Context: an optimization exercise on an open-source flow, tuned for small area. The choices shown serve that exercise and are no tape-out recipe.
In this exercise RTL edits were held to simulation tests only and were not proved equivalent to the original.
Power is estimated from default activity; no workload was simulated.

File: design/flow/design.v
`timescale 1ns/10ps
package prefetch_pkg;
	localparam int WORD_W = 32;
	localparam int NUM_REGS = 16;
	localparam int REG_IDX_W = 4;
	typedef logic [WORD_W-1:0] word_t;
	typedef logic [REG_IDX_W-1:0] reg_idx_t;
	localparam reg_idx_t SP_REG = 4'd13;
	localparam reg_idx_t FP_REG = 4'd11;
	localparam reg_idx_t SL_REG = 4'd10;
	localparam word_t OFS_ROW_CNT = 32'd4;
	localparam word_t OFS_ROW_PTR = 32'd8;
	localparam word_t OFS_ARG = 32'd16;
	localparam word_t OFS_REMAIN = 32'd20;
	localparam word_t OFS_COLIDX = 32'd4;
	localparam word_t OFS_ROWPTR = 32'd8;
	localparam word_t OFS_LIMIT = 32'd16;
	typedef enum logic [3:0] {
		ST_IDLE = 4'd0,
		ST_SETUP = 4'd1,
		ST_ROW_START = 4'd2,
		ST_INNER = 4'd3,
		ST_ROW_END = 4'd4,
		ST_NEXT_ROW = 4'd5,
		ST_COUNT_DOWN = 4'd6,
		ST_DONE = 4'd7
	} slice_state_e;
	typedef logic [2:0] step_t;
endpackage
`timescale 1ns/10ps
`timescale 1ns/10ps
`timescale 1ns/10ps
`timescale 1ns/10ps
module prefetcher_top (
	input  logic                       clk,
	input  logic                       reset,
	input  logic                       trigger_i,
	input  logic                       wait_cache_i,
	input  logic                       wait_stbuf_i,
	input  logic                       cache_ready_i,
	input  logic                       stbuf_ready_i,
	input  prefetch_pkg::word_t        cache_data_i,
	input  prefetch_pkg::word_t        stbuf_data_i,
	output logic                       cache_req_o,
	output prefetch_pkg::word_t        cache_addr_o,
	output logic                       stbuf_req_o,
	output prefetch_pkg::word_t        stbuf_addr_o,
	output prefetch_pkg::word_t        wr_addr_o,
	output prefetch_pkg::word_t        wr_data_o,
	output prefetch_pkg::slice_state_e state_o
);
	logic [2:0]  state_q;
	logic [5:0]  step_q;    
	logic [31:0] caddr_q, cdata_q, sdata_q, wdata_q;
	logic        creq_q, sreq_q;
	logic [1:0]  saddr_q, waddr_q;    
	logic [31:0] ra, rb, rc, rd;
	logic        ne_q;                
	logic stall, go;
	assign stall = wait_cache_i | wait_stbuf_i;
	assign go = ~stall;
	logic st_idle, su0, su1, su2, su3, su4, rs0, rs1, rs2;
	logic in0, in1, in2, in3, in4, in5, re0, re1, re2, nr0, nr1, cd0, cd1, st_done;
	always_comb begin
		st_idle = state_q == 3'd0;
		su0 = state_q == 3'd1 && step_q[0];
		su1 = state_q == 3'd1 && step_q[1];
		su2 = state_q == 3'd1 && step_q[2];
		su3 = state_q == 3'd1 && step_q[3];
		su4 = state_q == 3'd1 && step_q[4];
		rs0 = state_q == 3'd2 && step_q[0];
		rs1 = state_q == 3'd2 && step_q[1];
		rs2 = state_q == 3'd2 && step_q[2];
		in0 = state_q == 3'd3 && step_q[0];
		in1 = state_q == 3'd3 && step_q[1];
		in2 = state_q == 3'd3 && step_q[2];
		in3 = state_q == 3'd3 && step_q[3];
		in4 = state_q == 3'd3 && step_q[4];
		in5 = state_q == 3'd3 && step_q[5];
		re0 = state_q == 3'd4 && step_q[0];
		re1 = state_q == 3'd4 && step_q[1];
		re2 = state_q == 3'd4 && step_q[2];
		nr0 = state_q == 3'd5 && step_q[0];
		nr1 = state_q == 3'd5 && step_q[1];
		cd0 = state_q == 3'd6 && step_q[0];
		cd1 = state_q == 3'd6 && step_q[1];
		st_done = state_q == 3'd7;
	end
	logic        cmp;
	logic [31:0] x, y, sum;
	logic        cin, cout;
	assign cmp = in5 | re2 | nr1;
	assign x = ({32{rs0 | rs1}} & rd)
		| ({32{in1 | su3 | cd0}} & ra)
		| ({32{in3 | in5 | re2 | nr0}} & rb)
		| ({32{in4 | nr1}} & rc)
		| ({32{re1 | cd1}} & sdata_q);
	assign y = ({32{rs0 | rs1 | in1}} & {rb[29:0], 2'b00})
		| ({32{cmp}} & ~cdata_q)
		| ({32{cd0}} & ~wdata_q)
		| {{29{cd1}}, nr0 | cd1, rs1 | cd1, rs1 | cd1};
	assign cin = rs1 | in3 | re1 | cmp;
	logic [31:0] hp, gg, pp;
	always_comb begin
		hp = x ^ y;
		gg = x & y;
		pp = hp;
		gg[0] = gg[0] | (hp[0] & cin);
		for (int l = 0; l < 5; l++)
			for (int i = 0; i < 32; i++)
				if ((i + 1) % (2 << l) == 0) begin
					gg[i] = gg[i] | (pp[i] & gg[i - (1 << l)]);
					pp[i] = pp[i] & pp[i - (1 << l)];
				end
		for (int l = 3; l >= 0; l--)
			for (int i = 0; i < 32; i++)
				if ((i + 1) % (2 << l) == (1 << l) && i >= (2 << l)) begin
					gg[i] = gg[i] | (pp[i] & gg[i - (1 << l)]);
					pp[i] = pp[i] & pp[i - (1 << l)];
				end
	end
	assign sum = hp ^ {gg[30:0], cin};
	assign cout = gg[31];
	logic [31:0] cinc;
	logic [29:0] ic;
	logic [31:0] pa;
	always_comb begin
		pa = {3'b000, cdata_q[31:3]};
		for (int l = 0; l < 5; l++)
			for (int i = 0; i < 32; i++)
				if ((i + 1) % (2 << l) == 0)
					pa[i] = pa[i] & pa[i - (1 << l)];
		for (int l = 3; l >= 0; l--)
			for (int i = 0; i < 32; i++)
				if ((i + 1) % (2 << l) == (1 << l) && i >= (2 << l))
					pa[i] = pa[i] & pa[i - (1 << l)];
		ic[0] = re1;
		for (int i = 0; i < 29; i++) ic[i + 1] = re1 & pa[i];
	end
	assign cinc = {cdata_q[31:3] ^ ic[28:0], cdata_q[2:0]};
	logic        cld;
	logic [31:0] cla;
	assign cld = su0 | su1 | su2 | su3 | rs0 | rs1 | in1 | in2 | in3 | in4 | re0 | re1 | nr0;
	assign cla = ({32{su1 | su2 | re1}} & cinc)
		| ({32{rs0 | in1 | in4 | nr0}} & sum)
		| ({32{in2}} & {cdata_q[29:0], 2'b10})
		| {27'd0, in3 | su0 | re0, su3 | su0 | re0, rs1 | su0 | re0, 1'b0, su0 | re0};
	logic       sld;
	logic [1:0] sla;
	assign sld = re0 | nr0 | cd0;
	assign sla = {nr0 | cd0, re0 | cd0};
	logic cissue, sissue;
	assign cissue = cld & go;
	assign sissue = sld & go;
	always_ff @(posedge clk) begin
		if (reset) begin
			creq_q <= 1'b0;
			caddr_q <= '0;
			cdata_q <= '0;
		end else if (wait_cache_i) begin
			creq_q <= 1'b0;
			if (cache_ready_i) cdata_q <= cache_data_i;
		end else if (cissue) begin
			creq_q <= 1'b1;
			caddr_q <= cla;
		end
	end
	always_ff @(posedge clk) begin
		if (reset) begin
			sreq_q <= 1'b0;
			saddr_q <= '0;
			sdata_q <= '0;
		end else if (wait_stbuf_i) begin
			sreq_q <= 1'b0;
			if (stbuf_ready_i) sdata_q <= stbuf_data_i;
		end else if (sissue) begin
			sreq_q <= 1'b1;
			saddr_q <= sla;
		end
	end
	logic [2:0] state_d;
	logic [5:0] step_d;
	always_comb begin
		state_d = state_q;
		step_d = {step_q[4:0], 1'b0};
		if (st_idle) begin
			step_d = 6'd1;
			if (trigger_i) state_d = 3'd1;
		end
		if (su4 | nr1 | re2 | in5 | cd1) step_d = 6'd1;
		if (su4) state_d = 3'd2;
		if (rs2) begin
			state_d = 3'd3;
			step_d = 6'd2;
		end
		if (in5 & cout) state_d = 3'd4;
		if (re2) state_d = cout ? 3'd6 : 3'd5;
		if (nr1) state_d = cout ? 3'd2 : 3'd6;
		if (cd1) state_d = ne_q ? 3'd1 : 3'd7;
		if (st_done) step_d = step_q;
	end
	logic        wen;
	logic [31:0] wd;
	logic [1:0]  wa;
	assign wen = su2 | su3 | re2 | nr1 | cd1;
	assign wd = ({32{su3 | cd1}} & sum) | ({32{re2}} & rb) | ({32{nr1}} & sdata_q);
	assign wa = {su3 | nr1 | cd1, su2 | re2 | cd1};
	always_ff @(posedge clk) begin
		if (reset) begin
			state_q <= 3'd0;
			step_q <= 6'd1;
			waddr_q <= 2'd0;
			wdata_q <= '0;
		end else if (go) begin
			state_q <= state_d;
			step_q <= step_d;
			if (wen) begin
				waddr_q <= wa;
				wdata_q <= wd;
			end
		end
	end
	always_ff @(posedge clk) begin
		if (go) begin
			if (su2 | rs2 | re2) ra <= cdata_q;
			if (su3 | rs1 | nr1 | in3 | re1)
				rb <= ({32{su3 | rs1 | nr1}} & cdata_q) | ({32{in3 | re1}} & sum);
			if (rs1 | in4 | (in5 & ~cout))
				rc <= ({32{rs1}} & sum) | ({32{in4}} & cdata_q) | ({32{in5}} & caddr_q);
			if (su4) rd <= cdata_q;
			if (cd0) ne_q <= ~&hp;    
		end
	end
	assign cache_req_o = creq_q;
	assign cache_addr_o = caddr_q;
	assign stbuf_req_o = sreq_q;
	assign stbuf_addr_o = {26'd0, saddr_q == 2'd3, saddr_q == 2'd1 || saddr_q == 2'd2, 1'b0, saddr_q == 2'd2, 1'b0, saddr_q != 2'd0};
	assign wr_addr_o = {26'd0, waddr_q == 2'd3, waddr_q == 2'd1 || waddr_q == 2'd2, 1'b0, waddr_q == 2'd2, 1'b0, waddr_q != 2'd0};
	assign wr_data_o = wdata_q;
	assign state_o = prefetch_pkg::slice_state_e'({1'b0, state_q});
endmodule
File: design/flow/flow/abc_override.tcl
# Sourced into the synthesis script right after the standard flow's first line: ORFS's
# synthesis runs unchanged (same flip-flop mapping and names) except that
# ABC maps the logic with the area-oriented script flow/area.abc.
proc abc {args} {
  set i [lsearch -exact $args -script]
  if {$i >= 0} {
    set args [lreplace $args [expr {$i + 1}] [expr {$i + 1}] $::env(AREA_ABC_SCRIPT)]
  }
  yosys abc {*}$args
}
File: design/flow/flow/area.abc
strash
&get -n
&st
&synch2
&nf
&st
&synch2
&nf
&put
topo
File: design/flow/config.mk
export PLATFORM = sky130hd
export DESIGN_NAME = prefetcher_top
export DESIGN_NICKNAME = prefetcher_top
export VERILOG_FILES = /design/flow/design.v
export SDC_FILE = /design/flow/constraint.sdc
export NUM_CORES = 4
export LEC_CHECK = 0
export CAP_MARGIN = 10
export CORE_MARGIN = 2
export CORE_UTILIZATION = 65
export SLEW_MARGIN = 10
File: design/flow/constraint.sdc
create_clock -name core_clock -period 6.0 [get_ports {clk}]
set_input_delay 1.2000 -clock core_clock [delete_from_list [all_inputs] [get_ports {clk}]]
set_output_delay 1.2000 -clock core_clock [all_outputs]
set_load 0.01 [all_outputs]
File: design/flow/standard.sh
#!/bin/bash
# synth_recipe.tcl (not shown) runs the flow's synth.tcl, then flattens the netlist and writes it again
# the make line also repeats each setting of config.mk as NAME=value (left out here)
make -C /OpenROAD-flow-scripts/flow DESIGN_CONFIG=/design/flow/config.mk WORK_HOME=/design/flow/orfs CLKGATE_MAP_FILE= SYNTH_SCRIPT=/design/flow/synth_recipe.tcl "${@:-finish}"
File: design/flow/flow/run.sh
#!/bin/bash
# Own layout flow: the standard ORFS flow (standard synthesis, floorplan,
# power grid and tap cells unchanged) with smaller helper cells:
#  - port buffers use sky130_fd_sc_hd__buf_1 instead of clkdlybuf4s50_1,
#  - clock tree synthesis uses small clock buffers and no dummy loads,
#  - the synthesized netlist's single tie cell is kept (no per-load tie copies).
# Synthesis is the standard flow's (synth_recipe.tcl) with only ABC's script replaced by
# the area-oriented flow/area.abc (flow/abc_override.tcl).
# Every tool's full output goes to flow.log in the work folder (ORFS's own
# per-step logs stay under orfs/logs).
set -euo pipefail
cd "$(dirname "$0")/.."
export BUFFER_PORTS_ARGS="-buffer_cell sky130_fd_sc_hd__buf_1"
export CTS_ARGS="-sink_clustering_enable -repair_clock_nets -dont_use_dummy_load -buf_list sky130_fd_sc_hd__clkbuf_8 -sink_clustering_size 16 -sink_clustering_max_diameter 80"
export SKIP_REPAIR_TIE_FANOUT=1
export AREA_ABC_SCRIPT="$PWD/flow/area.abc"
{ head -n 1 synth_recipe.tcl; cat flow/abc_override.tcl; tail -n +2 synth_recipe.tcl; } > area_synth.tcl
bash standard.sh SYNTH_SCRIPT="$PWD/area_synth.tcl" finish > flow.log 2>&1
==> results of run 1 <==
-- registers in the layout (all words and copies together), names as in the netlist --
signal,cells
caddr_q,32
cdata_q,32
creq_q,1
ne_q,1
ra,32
rb,32
rc,32
rd,32
saddr_q,2
sdata_q,32
sreq_q,1
state_q,3
step_q,6
waddr_q,2
wdata_q,32
-- routing by layer --
metal  vias up  track usage (%)  routed length, um
li1       5794                -                  -
met5         -                0                  0
met3       164             9.45               6660
met2      1037             61.6              20600
met1      6096             58.1              18000
met4         0             16.2               2060
-- cells in the mapped netlist (all sizes together) (6+ instances only) --
library cell | count | share of area (%)
nor3 | 11 | 0.40
nand2b | 6 | 0.27
a221oi | 26 | 1.6
o21ai | 99 | 3.6
nand3 | 50 | 1.8
ha | 39 | 3.5
nor2 | 120 | 3.2
nand2 | 283 | 7.6
xor2 | 16 | 1.0
dfxtp | 143 | 21
and3 | 7 | 0.31
xnor2 | 28 | 1.8
edfxtp | 129 | 28
fa | 17 | 2.4
a21oi | 124 | 4.5
a21o | 14 | 0.75
nand4 | 15 | 0.67
and2 | 6 | 0.27
clkinv | 48 | 1.3
a222oi | 72 | 5.2
a22oi | 28 | 1.5
buf | 57 | 3.1
a22o | 19 | 1.2
a211oi | 64 | 3.5
-- report_power, final --
part           switching (W)  total (W)  internal, W
sequential         0.0000473    0.00200      0.00196
combinational      0.0000970   0.000139    0.0000425
clock               0.000592   0.000893     0.000301
total               0.000736    0.00304      0.00230
-- layout make-up --
class / instances / area, um2 / area share (%)
timing repair buffer: 192 / 906 / 5.99
multi-input combinational: 1086 / 6670 / 44.1
tap: 275 / 344 / 2.28
antenna: 1 / 2.50 / 0.0166
inverter: 48 / 180 / 1.19
sequential: 272 / 6740 / 44.6
clock buffer: 20 / 275 / 1.82
-- stage by stage --
stage / area (um2) / power, W / instances
2_1_floorplan: 13900 / 0.00213 / 1463
3_3_place_gp: 14800 / 0.00218 / 1873
3_5_place_dp: 14800 / 0.00218 / 1873
4_1_cts: 15100 / 0.00302 / 1893
5_1_grt: 15100 / 0.00310 / 1893
6_report: 15100 / 0.00304 / 1894
-- worst paths after layout --
| check | startpoint | end | slack, ps |
|---|---|---|---|
| setup / recovery | state_q[0] | wdata_q[31] | 430 |
| hold / removal | sreq_q | sreq_q | 460 |
| setup reg to reg | state_q[0] | wdata_q[31] | 430 |
| hold reg to reg | sreq_q | sreq_q | 460 |
-- cell families after synthesis --
group	count (synthesis)	share of synthesized area [%]
XOR/XNOR	44	2.77
other	1	0.0269
AND/OR/NAND/NOR	514	15.3
flip-flops	272	48.4
adder cells (fa/ha/maj)	56	5.95
AO/OA/AOI/OAI	471	23.2
buffers and inverters	105	4.37
-- tightest hold or removal path: stages, from the launching register on --
cell and delay [ps]:
dfxtp_1 320, clkinv_1 40, a211oi_1 60
==> summary.md, run 1 <==
| Metric | Value |
|---|---|
| Outcome | `complete, no violations` |
| # rows | `53` |
| TNS Setup | `0 ps` |
| Post CTS Setup Buffer Count | `0` |
| Maximum VDD drop | `0.000193 V` |
| Clock Sinks | `272` |
| Setup WS pre-CTS | `571 ps` |
| Power per cell area | `201 nW/um2` |
| Drt pass-1 iters | `8` |
| Cell Chain, Critical Path | `buf_4 > nand2b_1 > o21ai_0 > nor2_2 > o221ai_1 > clkinv_1 > fa_1 > fa_1 > nor2b_1 > o21ai_0 > a21oi_1 > o21bai_1 > a21oi_1 > nor2_1 > clkinv_1 > a21oi_1 > o21ai_0 > a31oi_1 > fa_1 > xnor2_1 > a222oi_1 > a211oi_1` |
| Count of pins over their slew limit | `0` |
| Fillers | `1691` |
| Layout Utilization | `71.9%` |
| Overall routing resource usage | `41.1%` |
| Seq/Total Area, Yosys | `48.4%` |
| Syn_nets | `1590` |
| Synth Area per Inst | `9.52 um2` |
| Synth async-reset ratio | `0%` |
| Final Hold Vio Count | `0` |
| Skew final | `40.3 ps` |
| Top-level port count | `205` |
| Max H-tree Level | `1` |
| Pin count of the biggest net entering global routing | `70` |
| Final-stage net count | `1747` |
| DR DRC count | `0` |
| Post-synth EDFFs | `129` |
| Leak | `5.20 nW` |
| Final setup violating endpoints | `0` |
| Post-synthesis register bit count | `272` |
| Initial antenna violation count | `0` |
| Startpoint Class | `flip-flop` |
| Required @ worst endpoint | `6480 ps` |
| Commonest non-fill, non-tap cell in the layout | `nand2_1` |
| Port bufs | `147` |
| Synth Cell Area | `13900 um2` |
| GP Congestion | `0.962` |
| DR WL/cell | `25.0 um` |
| Total routed wirelength | `47300 um` |
| Buf/Inv on CP | `3` |
| Die Y | `150 um` |
| Min Clock Period, post-route | `5570 ps` |
| Critical path depth | `22` |
| Hpwl dp | `29500 um` |
| Initial Util | `66.2%` |
| TritonCTS Buffers | `20` |
| Yosys cell types | `42` |
| Area delta synth->final | `8.52%` |
| CP arrival | `6050 ps` |
| Clock Path Buffers | `3` |
| Share of cells above drive strength 1 | `5.19%` |
| Die width | `150 um` |
| RSZ-0062 raised after global routing | `no` |
| Die ar. | `22600 um2` |
| Via count of the first global-routing pass | `12.3k` |
| ANT nets after route | `0` |
| Core ar. | `21000 um2` |
| Worst-Skew Late Latency | `580 ps` |
| Slew @ Worst Pin | `1170 ps` |
| CTS clk-pin slew, worst paths | `100 ps` |
| Ys Warns | `1` |
| Slew HR | `21.1%` |
| Worst Hold Depth | `2` |
| CP endpoint kind | `flip-flop` |
| Worst Reg-to-Reg Cells | `22` |
| MaxCap Viol Count | `0` |
| Most frequent cells in the layout | `nand2_1, buf_1, dfxtp_1` |
| First-pass GRT wire length | `70600 um` |
| Top Family by Delay on Critical Path | `compound AO/OA/AOI/OAI gates` |
| Period utilization | `92.8%` |
| Post-Synthesis Cells | `1463` |
| CP peak stage delay | `480 ps` |
| Post-cts repair resize count | `0` |
| Most used DFF post-synth | `dfxtp_1` |
| CTS tree | `done` |
| Hold-fix buffers, CTS | `0` |
| GRT overflow | `0` |
| Peak Freq | `180 MHz` |
| Critical Path Slowest Stage Cell | `fa_1` |
| Via/cell ratio | `6.91` |
| Root Buffer | `clkbuf_8` |
| Routed vias | `13.1k` |
| Setup WS post-layout | `434 ps` |
| WS Path Type | `flip-flop to flip-flop` |
| Hold crit path type | `flip-flop to flip-flop` |
| CP max FO | `19` |
| Final hold slack | `465 ps` |
| Initial drt markers | `2105` |
==> run 2: changes to the inputs <==
==> design/flow/flow/area.abc (replaced) <==
strash
&get -n
&st
&synch2
&nf
&put
topo
==> run 2 against run 1 <==
Via count is 1.5% higher. Critical endpoint is now caddr_q[31]. Fmax is 1.8% higher. Design area is 0.35% lower. Register-to-register slack better by 99 ps. Still clean on timing, DRC and antenna.
==> summary.md, run 2 <==
| Metric | Value |
|---|---|
| Seq/Total Area, Yosys | `48.4%` |
| Peak Freq | `183 MHz` |
| Maximum VDD drop | `0.000235 V` |
| CP endpoint kind | `flip-flop` |
| Clock Path Buffers | `3` |
| Final hold slack | `462 ps` |
| DR WL/cell | `25.5 um` |
| Slew HR | `13.6%` |
| Most common cell on crit path | `fa_1` |
| Required @ worst endpoint | `6470 ps` |
| First-pass GRT wire length | `73500 um` |
| Synth area leaders | `edfxtp_1, dfxtp_1, nand2_1` |
| Layout Utilization | `71.6%` |
| Die Y | `150 um` |
| Yosys cell types | `50` |
| Commonest non-fill, non-tap cell in the layout | `nand2_1` |
| Final setup violating endpoints | `0` |
| Synth area leader | `edfxtp_1` |
| MaxCap Viol Count | `0` |
| Period utilization | `91.1%` |
| Post-Synthesis Cells | `1466` |
| GRT overflow | `0` |
| Min Clock Period, post-route | `5470 ps` |
| Root Buffer | `clkbuf_8` |
| Initial drt markers | `2056` |
| Power per cell area | `201 nW/um2` |
| Die ar. | `22600 um2` |
| Ys Warns | `1` |
| Non-filler instance count after layout | `1890` |
| Area delta synth->final | `8.19%` |
| GP Congestion | `1.01` |
| Final Cell Area | `15100 um2` |
| Top post-synthesis cells by count | `nand2_1, dfxtp_1, a21oi_1` |
| Syn_nets | `1593` |
| TNS Setup | `0 ps` |
| Max H-tree Level | `1` |
| Critical Path Slowest Stage Cell | `dfxtp_1` |
| TritonCTS Buffers | `20` |
| Hold crit path type | `flip-flop to flip-flop` |
| Share of the synthesized area in the top cell type | `27.8%` |
| Antenna Cells | `0` |
| Buf/Inv on CP | `1` |
| DR DRC count | `0` |
| Hold path start | `sreq_q` |
| Hpwl dp | `29300 um` |
| Outcome | `complete, no violations` |
| Most used DFF post-synth | `dfxtp_1` |
| ANT nets after route | `0` |
| Drt pass-1 iters | `9` |
| Synth Cell Area | `13900 um2` |
| Share of cells above drive strength 1 | `4.52%` |
| Most frequent cells in the layout | `nand2_1, buf_1, dfxtp_1` |
| Top-level port count | `205` |
| Cell Chain, Critical Path | `nand2_1 > nor2_2 > and2_1 > nor3_2 > buf_4 > and3_1 > fa_1 > fa_1 > nand3b_1 > a21oi_1 > o21ai_0 > nand2_1 > a21oi_1 > o21bai_1 > a31oi_1 > fa_1 > xnor2_1 > a222oi_1 > a211oi_1` |
| CP peak stage delay | `620 ps` |
| Count of pins over their slew limit | `0` |
| Post-synth EDFFs | `129` |
| CP arrival | `5940 ps` |
| Final-stage net count | `1744` |
| Via count of the first global-routing pass | `12.8k` |
| # rows | `53` |
| Leak | `4.91 nW` |
| Synth async-reset ratio | `0%` |
| Die width | `150 um` |
| Post CTS Setup Buffer Count | `0` |
| Placed Area | `14800 um2` |
| CTS clk-pin slew, worst paths | `110 ps` |
| Top-count cell post-synth | `nand2_1` |
| RSZ-0062 raised after global routing | `no` |
| Worst-Skew Late Latency | `570 ps` |
| WS Path Type | `flip-flop to flip-flop` |
| Fillers | `1671` |
| Skew final | `31.6 ps` |
| Final Hold Vio Count | `0` |
| Overall routing resource usage | `42.8%` |
| Startpoint Class | `flip-flop` |
| Via/cell ratio | `7.03` |
| Worst r2r src | `state_q[0]` |
| Synth Area per Inst | `9.49 um2` |
| Initial antenna violation count | `0` |
| Total routed wirelength | `48300 um` |
| Top Family by Delay on Critical Path | `compound AO/OA/AOI/OAI gates` |
| Port bufs | `147` |
| Pin count of the biggest net entering global routing | `58` |
| Initial Util | `66.2%` |
| CP max FO | `20` |
| DP Cell Count | `1870` |
| Slew @ Worst Pin | `1300 ps` |
| Clock Sinks | `272` |
| Core ar. | `21000 um2` |
| Routed vias | `13.3k` |
| CTS tree | `done` |
| Post-synthesis register bit count | `272` |
| Worst Setup SP | `state_q[0]` |
-- run 2: worst paths after layout --
kind	end	slack (ps)	depth (start not counted)
hold reg to reg	sreq_q	460	2
setup reg to reg	caddr_q[31]	530	19
hold / removal	sreq_q	460	2
setup / recovery	caddr_q[31]	530	19
-- run 2: layer usage --
| layer | vias up | GRT usage, % | routed length (um) |
|---|---|---|---|
| met4 | 0 | 21.9 | 2530 |
| met2 | 1104 | 66.2 | 21600 |
| li1 | 5806 | - | - |
| met5 | - | 0 | 0 |
| met3 | 217 | 9.79 | 7040 |
| met1 | 6166 | 56.6 | 17100 |
-- run 2: kinds of logic after synthesis --
kind of cell | count (synthesis) | synth area share, %
other | 1 | 0.0269
flip-flops | 272 | 48.4
AO/OA/AOI/OAI | 477 | 23.0
adder cells (fa/ha/maj) | 56 | 5.95
XOR/XNOR | 39 | 2.45
buffers and inverters | 97 | 4.15
AND/OR/NAND/NOR | 524 | 16.0
-- run 2: layout make-up --
class | count | area, um2 | share of cell area, %
clock buffer | 20 | 275 | 1.83
inverter | 40 | 150 | 0.997
multi-input combinational | 1097 | 6690 | 44.4
sequential | 272 | 6740 | 44.7
tap | 275 | 344 | 2.28
timing repair buffer | 186 | 865 | 5.74
-- run 2: repair_timing --
action | 4_1_cts | 5_1_grt
hold buffers | 0 | 0
resized for setup | 0 | 3
setup endpoints to repair | 0 | 2
endpoints found under the hold margin | 0 | 0
-- run 2: metrics by stage --
| stage | setup WS [ps] | total power, W |
|---|---|---|
| floorplan | 29.0 | 0.00213 |
| global placement | 768 | 0.00218 |
| detailed placement | 561 | 0.00218 |
| CTS | 508 | 0.00302 |
| global route | 37.2 | 0.00309 |
| finish | 533 | 0.00303 |
-- run 2: power by group --
part,switching (W),leakage [nW],internal [W]
Combinational,0.0000965,2.48,0.0000428
Clock,0.000582,0.144,0.000301
Sequential,0.0000490,2.28,0.00196
Total,0.000728,4.91,0.00230
-- run 2: worst reg2reg max path, stage by stage, from the launching register on --
cell      delay (ps)
dfxtp_1          620
nand2_1          150
nor2_2           290
and2_1           260
nor3_2            80
buf_4            220
and3_1           190
fa_1             460
fa_1             480
nand3b_1         230
a21oi_1          210
o21ai_0          190
nand2_1          170
a21oi_1          150
o21bai_1         280
a31oi_1          160
fa_1             450
xnor2_1          370
a222oi_1         120
a211oi_1         310

==> static timing again, ports no longer ideal <==
In the flow no input, the clock included, has a driving cell. The finished layouts below were timed again as built, in two steps. Step 1 (the two cells are an assumption about what drives the block):
set clk [get_ports {clk}]
set_driving_cell -lib_cell sky130_fd_sc_hd__clkbuf_16 $clk
set_driving_cell -lib_cell sky130_fd_sc_hd__buf_2 [delete_from_list [all_inputs] $clk]
Step 2 moves the port delays by t, midway between the first and last clock arrival at a register: inputs arrive t later, outputs are due t later. That takes back most of the time a late clock gives input paths. Slacks: ideal ports / drivers / drivers and shift; pairs: ideal ports / drivers.
run	shift t [ns]	setup slack, ns	worst hold slack (ns)	clock arrival spread, ns
run 1	0.609	0.434 / 0.434 / 0.434	0.465 / 0.465 / 0.465	0.040 / 0.041
run 2	0.597	0.533 / 0.533 / 0.533	0.462 / 0.462 / 0.462	0.031 / 0.031
After both steps every run listed still meets setup and hold.
